Context: an optimization exercise on an open-source flow, tuned for small area and a short achievable clock period. The choices shown serve that exercise and are no tape-out recipe. The RTL was checked by simulation tests, not by an equivalence proof against the original design. The clock input has no modelled driver; a real chip could not lean on it and would need a root buffer or a full tree. Power figures rest on the tool's default switching activity, not on a simulated workload.

Setup of wip/raven:
## xbar_alloc_top
module xbar_alloc_top (
   input  logic         clk,
   input  logic         rst,
   input  logic [24:0]  req,
   input  logic [4:0]   req_tail,
   input  logic [4:0]   out_ready,
   output logic [24:0]  select,
   output logic [4:0]   grant
);
Settings: LEC_CHECK=0, CAP_MARGIN=20, CORE_MARGIN=2, CORE_UTILIZATION=30, SLEW_MARGIN=20; clock period 11.5 ns.
standard.sh (not shown) runs the stock make flow with config.mk's settings and CLKGATE_MAP_FILE= SYNTH_SCRIPT=/design/flow/synth_recipe.tcl, a recipe that flattens the netlist after the stock synthesis.
==> flow/flow/run.sh <==
#!/bin/bash
# The standard layout with these changes:
#  - synthesis maps logic with flow/abc_area.script (synth_recipe.tcl plus flow/abc_hook.tcl)
#  - the port buffers are the smallest plain buffer instead of the delay buffer
#    buffer_ports picks by default
#  - clock tree: no dummy load cells, and no root buffer (flow/post_cts.tcl)
#  - after CTS, gate upsizing toward a setup slack of flow/margin ns (flow/post_cts.tcl)
set -euo pipefail
export BUFFER_PORTS_ARGS="-buffer_cell sky130_fd_sc_hd__buf_1"
export CTS_ARGS="-sink_clustering_enable -repair_clock_nets -dont_use_dummy_load -buf_list sky130_fd_sc_hd__clkbuf_8 -root_buf sky130_fd_sc_hd__clkbuf_8 -tree_buf sky130_fd_sc_hd__clkbuf_8 -sink_clustering_size 30 -sink_clustering_max_diameter 100"
export FLOW_DIR_OWN=$PWD/flow
export POST_CTS_TCL=$PWD/flow/post_cts.tcl
export MY_ABC_SCRIPT=$PWD/flow/abc_area.script
{ head -n 1 synth_recipe.tcl; cat flow/abc_hook.tcl; tail -n +2 synth_recipe.tcl; } > my_synth.tcl
sed "s#SYNTH_SCRIPT=[^ ]*#SYNTH_SCRIPT=$PWD/my_synth.tcl#" standard.sh > my_standard.sh
grep -q "SYNTH_SCRIPT=$PWD/my_synth.tcl" my_standard.sh
bash my_standard.sh > standard.log 2>&1
==> flow/flow/abc_area.script <==
strash
&get -n
&deepsyn -T 60
&put
map -D 2200
topo
upsize -c -D 1000
dnsize -c -D 1000
==> flow/flow/drop_clock_root.tcl <==
# Drop the clock tree's root buffer: the clock port then drives the first-level
# buffers directly (two pins, under the port's fan-out limit).
proc drop_clock_root {} {
  set block [ord::get_db_block]
  set root [$block findInst clkbuf_0_clk]
  if { $root == "NULL" } { return }
  set in_net ""
  set out_net ""
  foreach it [$root getITerms] {
    set mt [$it getMTerm]
    if { [$mt getSigType] != "SIGNAL" } { continue }
    if { [$mt getIoType] == "INPUT" } { set in_net [$it getNet] }
    if { [$mt getIoType] == "OUTPUT" } { set out_net [$it getNet] }
  }
  set loads {}
  foreach it [$out_net getITerms] {
    if { [$it getInst] != $root } { lappend loads $it }
  }
  if { [llength $loads] > 3 } { return }
  foreach it $loads {
    $it disconnect
    $it connect $in_net
  }
  odb::dbInst_destroy $root
  odb::dbNet_destroy $out_net
  puts "dropped clock root buffer; clock port now drives [llength $loads] buffers"
}
==> flow/flow/margin <==
5.25
==> flow/flow/post_cts.tcl <==
# After CTS: drop the clock tree's root buffer (flow/drop_clock_root.tcl), then upsize
# gates on the slowest input-to-output paths until the setup slack reaches flow/margin
# ns (gate sizing only: no buffers, no restructuring), then legalize the placement again.
source $::env(FLOW_DIR_OWN)/drop_clock_root.tcl
drop_clock_root
set margin [string trim [exec cat $::env(FLOW_DIR_OWN)/margin]]
estimate_parasitics -placement
repair_timing -setup -setup_margin $margin -sequence sizeup -skip_last_gasp -verbose
detailed_placement
check_placement -verbose
Other scripts of this flow, unchanged in this note and not shown: flow/flow/abc_hook.tcl
[inputs] wip/harbor vs wip/raven
==> flow/flow/run.sh <==
#!/bin/bash
# The standard layout with two changes:
#  - synthesis maps logic with flow/abc_area.script (synth_recipe.tcl plus flow/abc_hook.tcl)
#  - the port buffers are the smallest plain buffer instead of the delay buffer
#    buffer_ports picks by default
set -euo pipefail
export BUFFER_PORTS_ARGS="-buffer_cell sky130_fd_sc_hd__buf_1"
export MY_ABC_SCRIPT=$PWD/flow/abc_area.script
{ head -n 1 synth_recipe.tcl; cat flow/abc_hook.tcl; tail -n +2 synth_recipe.tcl; } > my_synth.tcl
sed "s#SYNTH_SCRIPT=[^ ]*#SYNTH_SCRIPT=$PWD/my_synth.tcl#" standard.sh > my_standard.sh
grep -q "SYNTH_SCRIPT=$PWD/my_synth.tcl" my_standard.sh
bash my_standard.sh > standard.log 2>&1
==> flow/flow/abc_area.script <==
strash
dch -f
map -a
mfs2
strash
dch -f
map -a
topo
buffer -c
upsize -c
dnsize -c
removed: flow/flow/drop_clock_root.tcl
removed: flow/flow/margin
removed: flow/flow/post_cts.tcl
Notes after the runs:
In wip/harbor the overall routing resource usage turned out 0.43 points lower than in wip/raven. Looking at cell at the slowest stage of the critical path, the a21oi_1 result is from wip/raven; the a211oi_4 one comes from wip/harbor. wip/harbor against wip/raven: weighted congestion at the end of routability-driven global placement grew by about 1%, first-pass GRT wire length saw an increase, sequential cell count shows no meaningful change, non-clock buffer count in the final layout went up about 1.5%. When the final numbers for wip/harbor and wip/raven were put side by side, the number of well taps turned out to be smaller in wip/raven. Compared with wip/raven, wip/harbor shows a higher fraction of met2 tracks used by global routing.
Input-level comparison between wip/quartz and wip/harbor:
==> flow/flow/run.sh <==
#!/bin/bash
# The standard layout with these changes:
#  - synthesis maps logic with flow/abc_area.script (synth_recipe.tcl plus flow/abc_hook.tcl)
#  - the port buffers are the smallest plain buffer instead of the delay buffer
#    buffer_ports picks by default
#  - clock tree: no dummy load cells, and no root buffer (flow/post_cts.tcl)
#  - after CTS, gate upsizing toward a setup slack of flow/margin ns (flow/post_cts.tcl)
set -euo pipefail
export BUFFER_PORTS_ARGS="-buffer_cell sky130_fd_sc_hd__buf_1"
export CTS_ARGS="-sink_clustering_enable -repair_clock_nets -dont_use_dummy_load -buf_list sky130_fd_sc_hd__clkbuf_8 -root_buf sky130_fd_sc_hd__clkbuf_8 -tree_buf sky130_fd_sc_hd__clkbuf_8 -sink_clustering_size 30 -sink_clustering_max_diameter 100"
export FLOW_DIR_OWN=$PWD/flow
export POST_CTS_TCL=$PWD/flow/post_cts.tcl
export MY_ABC_SCRIPT=$PWD/flow/abc_area.script
{ head -n 1 synth_recipe.tcl; cat flow/abc_hook.tcl; tail -n +2 synth_recipe.tcl; } > my_synth.tcl
sed "s#SYNTH_SCRIPT=[^ ]*#SYNTH_SCRIPT=$PWD/my_synth.tcl#" standard.sh > my_standard.sh
grep -q "SYNTH_SCRIPT=$PWD/my_synth.tcl" my_standard.sh
bash my_standard.sh > standard.log 2>&1
==> flow/flow/abc_area.script <==
strash
&get -n
&deepsyn -T 60
&put
map -D 2200
topo
upsize -c -D 1000
dnsize -c -D 1000
==> flow/flow/drop_clock_root.tcl (new file) <==
# Drop the clock tree's root buffer: the clock port then drives the first-level
# buffers directly (two pins, under the port's fan-out limit).
proc drop_clock_root {} {
  set block [ord::get_db_block]
  set root [$block findInst clkbuf_0_clk]
  if { $root == "NULL" } { return }
  set in_net ""
  set out_net ""
  foreach it [$root getITerms] {
    set mt [$it getMTerm]
    if { [$mt getSigType] != "SIGNAL" } { continue }
    if { [$mt getIoType] == "INPUT" } { set in_net [$it getNet] }
    if { [$mt getIoType] == "OUTPUT" } { set out_net [$it getNet] }
  }
  set loads {}
  foreach it [$out_net getITerms] {
    if { [$it getInst] != $root } { lappend loads $it }
  }
  if { [llength $loads] > 3 } { return }
  foreach it $loads {
    $it disconnect
    $it connect $in_net
  }
  odb::dbInst_destroy $root
  odb::dbNet_destroy $out_net
  puts "dropped clock root buffer; clock port now drives [llength $loads] buffers"
}
==> flow/flow/margin (new file) <==
4.95
==> flow/flow/post_cts.tcl (new file) <==
# After CTS: drop the clock tree's root buffer (flow/drop_clock_root.tcl), then upsize
# gates on the slowest input-to-output paths until the setup slack reaches flow/margin
# ns (gate sizing only: no buffers, no restructuring), then legalize the placement again.
source $::env(FLOW_DIR_OWN)/drop_clock_root.tcl
drop_clock_root
set margin [string trim [exec cat $::env(FLOW_DIR_OWN)/margin]]
estimate_parasitics -placement
repair_timing -setup -setup_margin $margin -sequence sizeup -skip_last_gasp -verbose
detailed_placement
check_placement -verbose
==> comparison <==
Run comparison: wip/quartz launching instance or port of the critical path rst; wip/harbor launching instance or port of the critical path req[0]. Diff wip/harbor and wip/quartz: depth of the critical timing path with buffers and inverters included lower in wip/quartz. Relative to wip/harbor, minimum period implied by the final worst setup slack has decreased by 0.090 ns in wip/quartz. On wip/quartz: worst setup slack is 0.090 ns higher than what wip/harbor gave. Between wip/harbor and wip/quartz, synthesized instance count is lower for wip/quartz, wip/harbor comes in above that. Number of standard cells in the layout, taps in and fillers out (wip/quartz over wip/harbor): decrease, 47. wip/harbor → wip/quartz: netlist area before placement has decreased, largest voltage drop on the vdd net has increased, cell leakage power has decreased.
Here is what was changed in the inputs of wip/pepper compared with wip/quartz.
==> flow/flow/run.sh <==
#!/bin/bash
# The standard layout with two changes:
#  - synthesis maps logic with flow/abc_area.script (synth_recipe.tcl plus flow/abc_hook.tcl)
#  - the port buffers are the smallest plain buffer instead of the delay buffer
#    buffer_ports picks by default
#  - clock tree: small buffers, one sink cluster, no dummy load cells
set -euo pipefail
export BUFFER_PORTS_ARGS="-buffer_cell sky130_fd_sc_hd__buf_1"
export CTS_ARGS="-sink_clustering_enable -repair_clock_nets -dont_use_dummy_load -buf_list sky130_fd_sc_hd__clkbuf_8 -root_buf sky130_fd_sc_hd__clkbuf_8 -tree_buf sky130_fd_sc_hd__clkbuf_8 -sink_clustering_size 30 -sink_clustering_max_diameter 100"
export MY_ABC_SCRIPT=$PWD/flow/abc_area.script
{ head -n 1 synth_recipe.tcl; cat flow/abc_hook.tcl; tail -n +2 synth_recipe.tcl; } > my_synth.tcl
sed "s#SYNTH_SCRIPT=[^ ]*#SYNTH_SCRIPT=$PWD/my_synth.tcl#" standard.sh > my_standard.sh
grep -q "SYNTH_SCRIPT=$PWD/my_synth.tcl" my_standard.sh
bash my_standard.sh > standard.log 2>&1
==> flow/flow/abc_area.script <==
strash
dch -f
map -a
mfs2
strash
dch -f
map -a
topo
upsize -c -D 1000
dnsize -c -D 1000
removed: flow/flow/drop_clock_root.tcl
removed: flow/flow/margin
removed: flow/flow/post_cts.tcl
==> comparison <==
As far as clock skew is concerned, wip/quartz and wip/pepper perform about the same.
Cmp wip/pepper vs wip/quartz: floorplan die height higher in wip/pepper
Delta (wip/pepper minus wip/quartz): max-slew headroom at the worst pin saw a decrease, total wire length rose by 780 um, number of signal-net buffers in the layout barely changed.
From wip/quartz to wip/pepper the numbers moved as follows: portion of total power attributed to combinational logic has increased, switching power summed over all nets has increased, minimum clock period rose 0.40 ns.


== build 16 ==
The RTL this note starts from:
==> flow/design.v <==
module xbar_alloc_top (
   input  logic         clk,
   input  logic         rst,
   input  logic [24:0]  req,
   input  logic [4:0]   req_tail,
   input  logic [4:0]   out_ready,
   output logic [24:0]  select,
   output logic [4:0]   grant
);
   lag_xbar_allocator #(.np(5), .max_links_num(1)) u_alloc (
      .clk       (clk),
      .rst       (rst),
      .req       (req),
      .req_tail  (req_tail),
      .out_ready (out_ready),
      .select    (select),
      .grant     (grant)
   );
endmodule

module lag_xbar_allocator #(
   parameter int np            = 5,
   parameter int max_links_num = 2,
   localparam int N            = np * max_links_num,
   localparam int W            = (N > 1) ? $clog2(N) : 1
) (
   input  logic                  clk,
   input  logic                  rst,
   input  logic [N-1:0][N-1:0]   req,
   input  logic [N-1:0]          req_tail,
   input  logic [N-1:0]          out_ready,
   output logic [N-1:0][N-1:0]   select,
   output logic [N-1:0]          grant
);
   logic [N-1:0][W-1:0] pos;
   logic [N-1:0]        lock;
   logic [N-1:0][W-1:0] pos_nxt;
   logic [N-1:0]        lock_nxt;
   function automatic logic [W-1:0] care_mask(input int i);
      logic [W-1:0] m;
      logic         ok;
      m = '1;
      for (int b = W - 1; b >= 0; b--) begin
         ok = 1'b1;
         for (int v = 0; v < N; v++)
            if (v != i && ((W'(v) ^ W'(i)) & m & ~(W'(1) << b)) == '0) ok = 1'b0;
         if (ok) m[b] = 1'b0;
      end
      care_mask = m;
   endfunction
   always_comb begin
      logic [N-1:0] c;      
      logic [N-1:0] pd;     
      logic [N-1:0] m;      
      logic [N-1:0] hi;     
      logic         nhb, ncb, anyhi;
      logic         free;
      select = '0;
      for (int o = 0; o < N; o++) begin
         for (int i = 0; i < N; i++) begin
            c[i]  = req[i][o];
            pd[i] = ((pos[o] ^ W'(i)) & care_mask(i)) == '0;
         end
         m[0] = pd[0];
         for (int i = 1; i < N; i++) m[i] = m[i-1] | pd[i];
         hi = c & m;
         anyhi = |hi;
         free = !lock[o];
         nhb = 1'b1;
         ncb = 1'b1;
         for (int i = 0; i < N; i++) begin
            select[o][i] = out_ready[o] && !rst && c[i] &&
                           (pd[i] || (free && (m[i] ? nhb : (!anyhi && ncb))));
            nhb = nhb & !hi[i];
            ncb = ncb & !c[i];
         end
      end
   end
   always_comb begin
      grant = '0;
      for (int o = 0; o < N; o++) begin
         grant = grant | select[o];
      end
   end
   always_comb begin
      logic any;
      for (int o = 0; o < N; o++) begin
         any         = |select[o];
         pos_nxt[o]  = any ? '0 : pos[o];
         lock_nxt[o] = 1'b0;
         for (int i = 0; i < N; i++) begin
            if (select[o][i]) pos_nxt[o] = pos_nxt[o] | (req_tail[i] ? W'((i + 1) % N) : W'(i));
            lock_nxt[o] = lock_nxt[o] | (select[o][i] & !req_tail[i]);
         end
         if (!any) lock_nxt[o] = lock[o];
      end
   end
   always_ff @(posedge clk or posedge rst) begin
      if (rst) begin
         pos  <= '0;
         lock <= '0;
      end else begin
         pos  <= pos_nxt;
         lock <= lock_nxt;
      end
   end
endmodule
clock: 11.5 ns
lec_check: 0
cap_margin: 20
core_margin: 2
core_utilization: 30
slew_margin: 20
==> flow/flow/run.sh <==
#!/bin/bash
# The standard layout with these changes:
#  - synthesis maps logic with flow/abc_area.script (synth_recipe.tcl plus flow/abc_hook.tcl)
#  - the port buffers are the smallest plain buffer instead of the delay buffer
#    buffer_ports picks by default
#  - clock tree: no dummy load cells, and no root buffer (flow/post_cts.tcl)
#  - after CTS, gate upsizing toward a setup slack of flow/margin ns (flow/post_cts.tcl)
set -euo pipefail
export BUFFER_PORTS_ARGS="-buffer_cell sky130_fd_sc_hd__buf_1"
export CTS_ARGS="-sink_clustering_enable -repair_clock_nets -dont_use_dummy_load -buf_list sky130_fd_sc_hd__clkbuf_8 -root_buf sky130_fd_sc_hd__clkbuf_8 -tree_buf sky130_fd_sc_hd__clkbuf_8 -sink_clustering_size 30 -sink_clustering_max_diameter 100"
export FLOW_DIR_OWN=$PWD/flow
export POST_CTS_TCL=$PWD/flow/post_cts.tcl
export MY_ABC_SCRIPT=$PWD/flow/abc_area.script
{ head -n 1 synth_recipe.tcl; cat flow/abc_hook.tcl; tail -n +2 synth_recipe.tcl; } > my_synth.tcl
sed "s#SYNTH_SCRIPT=[^ ]*#SYNTH_SCRIPT=$PWD/my_synth.tcl#" standard.sh > my_standard.sh
grep -q "SYNTH_SCRIPT=$PWD/my_synth.tcl" my_standard.sh
bash my_standard.sh > standard.log 2>&1
==> flow/flow/abc_area.script <==
strash
&get -n
&deepsyn -T 60
&put
map -D 2000
topo
upsize -c -D 1000
dnsize -c -D 1000
==> flow/flow/drop_clock_root.tcl <==
# Drop the clock tree's root buffer: the clock port then drives the first-level
# buffers directly (two pins, under the port's fan-out limit).
proc drop_clock_root {} {
  set block [ord::get_db_block]
  set root [$block findInst clkbuf_0_clk]
  if { $root == "NULL" } { return }
  set in_net ""
  set out_net ""
  foreach it [$root getITerms] {
    set mt [$it getMTerm]
    if { [$mt getSigType] != "SIGNAL" } { continue }
    if { [$mt getIoType] == "INPUT" } { set in_net [$it getNet] }
    if { [$mt getIoType] == "OUTPUT" } { set out_net [$it getNet] }
  }
  set loads {}
  foreach it [$out_net getITerms] {
    if { [$it getInst] != $root } { lappend loads $it }
  }
  if { [llength $loads] > 3 } { return }
  foreach it $loads {
    $it disconnect
    $it connect $in_net
  }
  odb::dbInst_destroy $root
  odb::dbNet_destroy $out_net
  puts "dropped clock root buffer; clock port now drives [llength $loads] buffers"
}
==> flow/flow/margin <==
5.2
==> flow/flow/post_cts.tcl <==
# After CTS: drop the clock tree's root buffer (flow/drop_clock_root.tcl), then upsize
# gates on the slowest input-to-output paths until the setup slack reaches flow/margin
# ns (gate sizing only: no buffers, no restructuring), then legalize the placement again.
source $::env(FLOW_DIR_OWN)/drop_clock_root.tcl
drop_clock_root
set margin [string trim [exec cat $::env(FLOW_DIR_OWN)/margin]]
estimate_parasitics -placement
repair_timing -setup -setup_margin $margin -sequence sizeup -skip_last_gasp -verbose
detailed_placement
check_placement -verbose
Other scripts of this flow, unchanged in this note and not shown: flow/flow/abc_hook.tcl
Build 16: all stages complete, timing, DRC and antenna checks passed
Input changes introduced in build 86 (baseline for comparison: build 16):
--- a/flow/flow/run.sh
+++ b/flow/flow/run.sh
@@ -4,5 +4,5 @@
 #  - the port buffers are the smallest plain buffer instead of the delay buffer
 #    buffer_ports picks by default
-#  - clock tree: no dummy load cells, and no root buffer (flow/post_cts.tcl)
+#  - clock tree: no dummy load cells
 #  - after CTS, gate upsizing toward a setup slack of flow/margin ns (flow/post_cts.tcl)
 set -euo pipefail
==> flow/flow/abc_area.script <==
strash
&get -n
&deepsyn -T 60
&put
dch -f
map -a
mfs2
strash
dch -f
map -a
topo
upsize -c -D 1000
dnsize -c -D 1000
==> flow/flow/post_cts.tcl <==
# After CTS: upsize gates on the slowest input-to-output paths until the setup slack
# reaches flow/margin ns (gate sizing only: no buffers, no restructuring), then
# legalize the placement again.
set margin [string trim [exec cat $::env(FLOW_DIR_OWN)/margin]]
estimate_parasitics -placement
repair_timing -setup -setup_margin $margin -sequence sizeup -skip_last_gasp -verbose
detailed_placement
check_placement -verbose
removed: flow/flow/drop_clock_root.tcl
The run showing the smaller portion of total power attributed to combinational logic is build 86.
Against build 16, build 86 reports a via count that is higher.
Maximum fanout count along the critical path in build 86 is 1 below build 16.
Comparing build 16 and build 86, the higher final critical-path required period was measured on build 16.
Of build 16 and build 86, the run reporting the higher number of fillers in the final layout was build 86.
Fmax: build 86 above build 16
Changes in build 25 relative to build 86:
==> flow/flow/run.sh <==
#!/bin/bash
# The standard layout with two changes:
#  - synthesis maps logic with flow/abc_area.script (synth_recipe.tcl plus flow/abc_hook.tcl)
#  - the port buffers are the smallest plain buffer instead of the delay buffer
#    buffer_ports picks by default
set -euo pipefail
export BUFFER_PORTS_ARGS="-buffer_cell sky130_fd_sc_hd__buf_1"
export SETUP_SLACK_MARGIN=$(cat flow/margin)
export MY_ABC_SCRIPT=$PWD/flow/abc_area.script
{ head -n 1 synth_recipe.tcl; cat flow/abc_hook.tcl; tail -n +2 synth_recipe.tcl; } > my_synth.tcl
sed "s#SYNTH_SCRIPT=[^ ]*#SYNTH_SCRIPT=$PWD/my_synth.tcl#" standard.sh > my_standard.sh
grep -q "SYNTH_SCRIPT=$PWD/my_synth.tcl" my_standard.sh
bash my_standard.sh > standard.log 2>&1
==> flow/flow/abc_area.script <==
strash
dch -f
map -a
mfs2
strash
dch -f
map -a
topo
buffer -c
upsize -c
dnsize -c
==> flow/flow/margin <==
5.4
removed: flow/flow/post_cts.tcl
Combinational family with the most area after synthesis = simple AND/OR/NAND/NOR gates: build 86; combinational family with the most area after synthesis = compound AO/OA/AOI/OAI gates: build 25. Looking at relative slew slack, build 25 sits 7.2 points higher than build 86 does. Relative to build 86, sequential share of layout area has decreased by 6.2 points in build 25. On count of buffers not belonging to the clock network in the layout, the lower figure sits with build 86, not build 25. Post-synthesis instance area was lower in build 86 than in build 25. Comparing build 86 with build 25, the clock network latency to the later pin of the worst-skew pair came out essentially unchanged. The net total in the final layout of build 25 is higher than that of build 86.
Changes in build 91 relative to build 25:
--- a/flow/flow/run.sh
+++ b/flow/flow/run.sh
@@ -4,7 +4,8 @@
 #  - the port buffers are the smallest plain buffer instead of the delay buffer
 #    buffer_ports picks by default
+#  - clock tree: small buffers, one sink cluster, no dummy load cells
 set -euo pipefail
 export BUFFER_PORTS_ARGS="-buffer_cell sky130_fd_sc_hd__buf_1"
-export SETUP_SLACK_MARGIN=$(cat flow/margin)
+export CTS_ARGS="-sink_clustering_enable -repair_clock_nets -dont_use_dummy_load -buf_list sky130_fd_sc_hd__clkbuf_8 -root_buf sky130_fd_sc_hd__clkbuf_8 -tree_buf sky130_fd_sc_hd__clkbuf_8 -sink_clustering_size 30 -sink_clustering_max_diameter 100"
 export MY_ABC_SCRIPT=$PWD/flow/abc_area.script
 { head -n 1 synth_recipe.tcl; cat flow/abc_hook.tcl; tail -n +2 synth_recipe.tcl; } > my_synth.tcl
removed: flow/flow/margin
Relative to build 25, area of all placed cells without fillers has gone down in build 91.
Between build 91 and build 25, the number of instances in the synthesized netlist does not differ in any meaningful way.
Build 91 ends up with lower area added between synthesis and finish than build 25 does.
Summary of build 91 over build 25: final routed wirelength across all metal layers down about 22%; shortest clock period the worst path allows after layout up 260 ps; actual transition at the worst max-transition pin up 170 ps; overall power after layout down 25%; non-clock buffer count down 59.
Compared with build 25, build 91 shows leakage power summed over all cells that has gone down by more than a quarter.
Summary: with build 25 as the reference, fmax in build 91 moved down by a few percent.
For build 77, these inputs were changed with respect to build 91:
--- a/flow/flow/run.sh
+++ b/flow/flow/run.sh
@@ -1,11 +1,14 @@
 #!/bin/bash
-# The standard layout with two changes:
+# The standard layout with these changes:
 #  - synthesis maps logic with flow/abc_area.script (synth_recipe.tcl plus flow/abc_hook.tcl)
 #  - the port buffers are the smallest plain buffer instead of the delay buffer
 #    buffer_ports picks by default
-#  - clock tree: small buffers, one sink cluster, no dummy load cells
+#  - clock tree: no dummy load cells, and no root buffer (flow/post_cts.tcl)
+#  - after CTS, gate upsizing toward a setup slack of flow/margin ns (flow/post_cts.tcl)
 set -euo pipefail
 export BUFFER_PORTS_ARGS="-buffer_cell sky130_fd_sc_hd__buf_1"
 export CTS_ARGS="-sink_clustering_enable -repair_clock_nets -dont_use_dummy_load -buf_list sky130_fd_sc_hd__clkbuf_8 -root_buf sky130_fd_sc_hd__clkbuf_8 -tree_buf sky130_fd_sc_hd__clkbuf_8 -sink_clustering_size 30 -sink_clustering_max_diameter 100"
+export FLOW_DIR_OWN=$PWD/flow
+export POST_CTS_TCL=$PWD/flow/post_cts.tcl
 export MY_ABC_SCRIPT=$PWD/flow/abc_area.script
 { head -n 1 synth_recipe.tcl; cat flow/abc_hook.tcl; tail -n +2 synth_recipe.tcl; } > my_synth.tcl
==> flow/flow/abc_area.script <==
strash
&get -n
&deepsyn -T 60
&put
map -D 2200
topo
upsize -c -D 1000
dnsize -c -D 1000
==> flow/flow/drop_clock_root.tcl (new file) <==
# Drop the clock tree's root buffer: the clock port then drives the first-level
# buffers directly (two pins, under the port's fan-out limit).
proc drop_clock_root {} {
  set block [ord::get_db_block]
  set root [$block findInst clkbuf_0_clk]
  if { $root == "NULL" } { return }
  set in_net ""
  set out_net ""
  foreach it [$root getITerms] {
    set mt [$it getMTerm]
    if { [$mt getSigType] != "SIGNAL" } { continue }
    if { [$mt getIoType] == "INPUT" } { set in_net [$it getNet] }
    if { [$mt getIoType] == "OUTPUT" } { set out_net [$it getNet] }
  }
  set loads {}
  foreach it [$out_net getITerms] {
    if { [$it getInst] != $root } { lappend loads $it }
  }
  if { [llength $loads] > 3 } { return }
  foreach it $loads {
    $it disconnect
    $it connect $in_net
  }
  odb::dbInst_destroy $root
  odb::dbNet_destroy $out_net
  puts "dropped clock root buffer; clock port now drives [llength $loads] buffers"
}
==> flow/flow/margin (new file) <==
5.2
==> flow/flow/post_cts.tcl (new file) <==
# After CTS: drop the clock tree's root buffer (flow/drop_clock_root.tcl), then upsize
# gates on the slowest input-to-output paths until the setup slack reaches flow/margin
# ns (gate sizing only: no buffers, no restructuring), then legalize the placement again.
source $::env(FLOW_DIR_OWN)/drop_clock_root.tcl
drop_clock_root
set margin [string trim [exec cat $::env(FLOW_DIR_OWN)/margin]]
estimate_parasitics -placement
repair_timing -setup -setup_margin $margin -sequence sizeup -skip_last_gasp -verbose
detailed_placement
check_placement -verbose
Per the comparison of build 77 with build 91, via count of the first global-routing pass moved down, slew at the pin with the worst max-slew slack moved up, number of non-clock buffers in the layout moved down.
Build 77 vs build 91 — synthesized area dropped by a little under 10%
Comparing build 77 and build 91, the higher total global routing track utilization is on build 77.
[build 77] worst slew margin relative to its limit fell 3.6 points relative to build 91
Clock buffer instance count of the final layout in build 77 vs build 91: down 1
Build 91 | status: complete | timing, DRC, antenna: pass
Every stage of the flow completed for build 77, and the final layout passed the timing, design-rule and antenna checks.

afterwards: timing with drivers on the ports:
The results above use ideal ports. As a check the final layouts listed here were re-extracted and re-timed, cells and wires unchanged.
Step 1 assumes that a clkbuf_16 drives the clock port and a buf_2 every other input.
Step 2, shift: input delay + t, output delay - t, t = (earliest + latest rising clock arrival at the registers) / 2. This alone moves slack from input paths to output paths.
Slacks: ideal ports / drivers / drivers and shift; pairs: ideal ports / drivers.
run | t (ns) | slack for setup (ns) | hold WS [ns]
wip/raven | 0.167 | 5.195 / 5.170 / 5.170 | 0.547 / 0.547 / 0.547
wip/harbor | 0.282 | 5.018 / 4.994 / 4.994 | 0.508 / 0.508 / 0.508
wip/quartz | 0.168 | 5.108 / 5.087 / 5.087 | 0.547 / 0.547 / 0.547
wip/pepper | 0.279 | 4.705 / 4.683 / 4.683 | 0.527 / 0.527 / 0.527
build 16 | 0.165 | 5.053 / 5.008 / 5.008 | 0.555 / 0.555 / 0.555
build 86 | 0.281 | 5.169 / 5.148 / 5.148 | 0.511 / 0.511 / 0.511
build 25 | 0.285 | 5.268 / 5.247 / 5.110 | 0.521 / 0.521 / 0.521
build 91 | 0.274 | 5.008 / 4.984 / 4.984 | 0.505 / 0.505 / 0.505
build 77 | 0.168 | 5.187 / 5.165 / 5.165 | 0.548 / 0.548 / 0.548
After both steps every run listed still meets setup and hold. For build 25, which loses most, drivers alone change the setup slack by -0.021 ns; drivers and shift together by -0.158 ns.
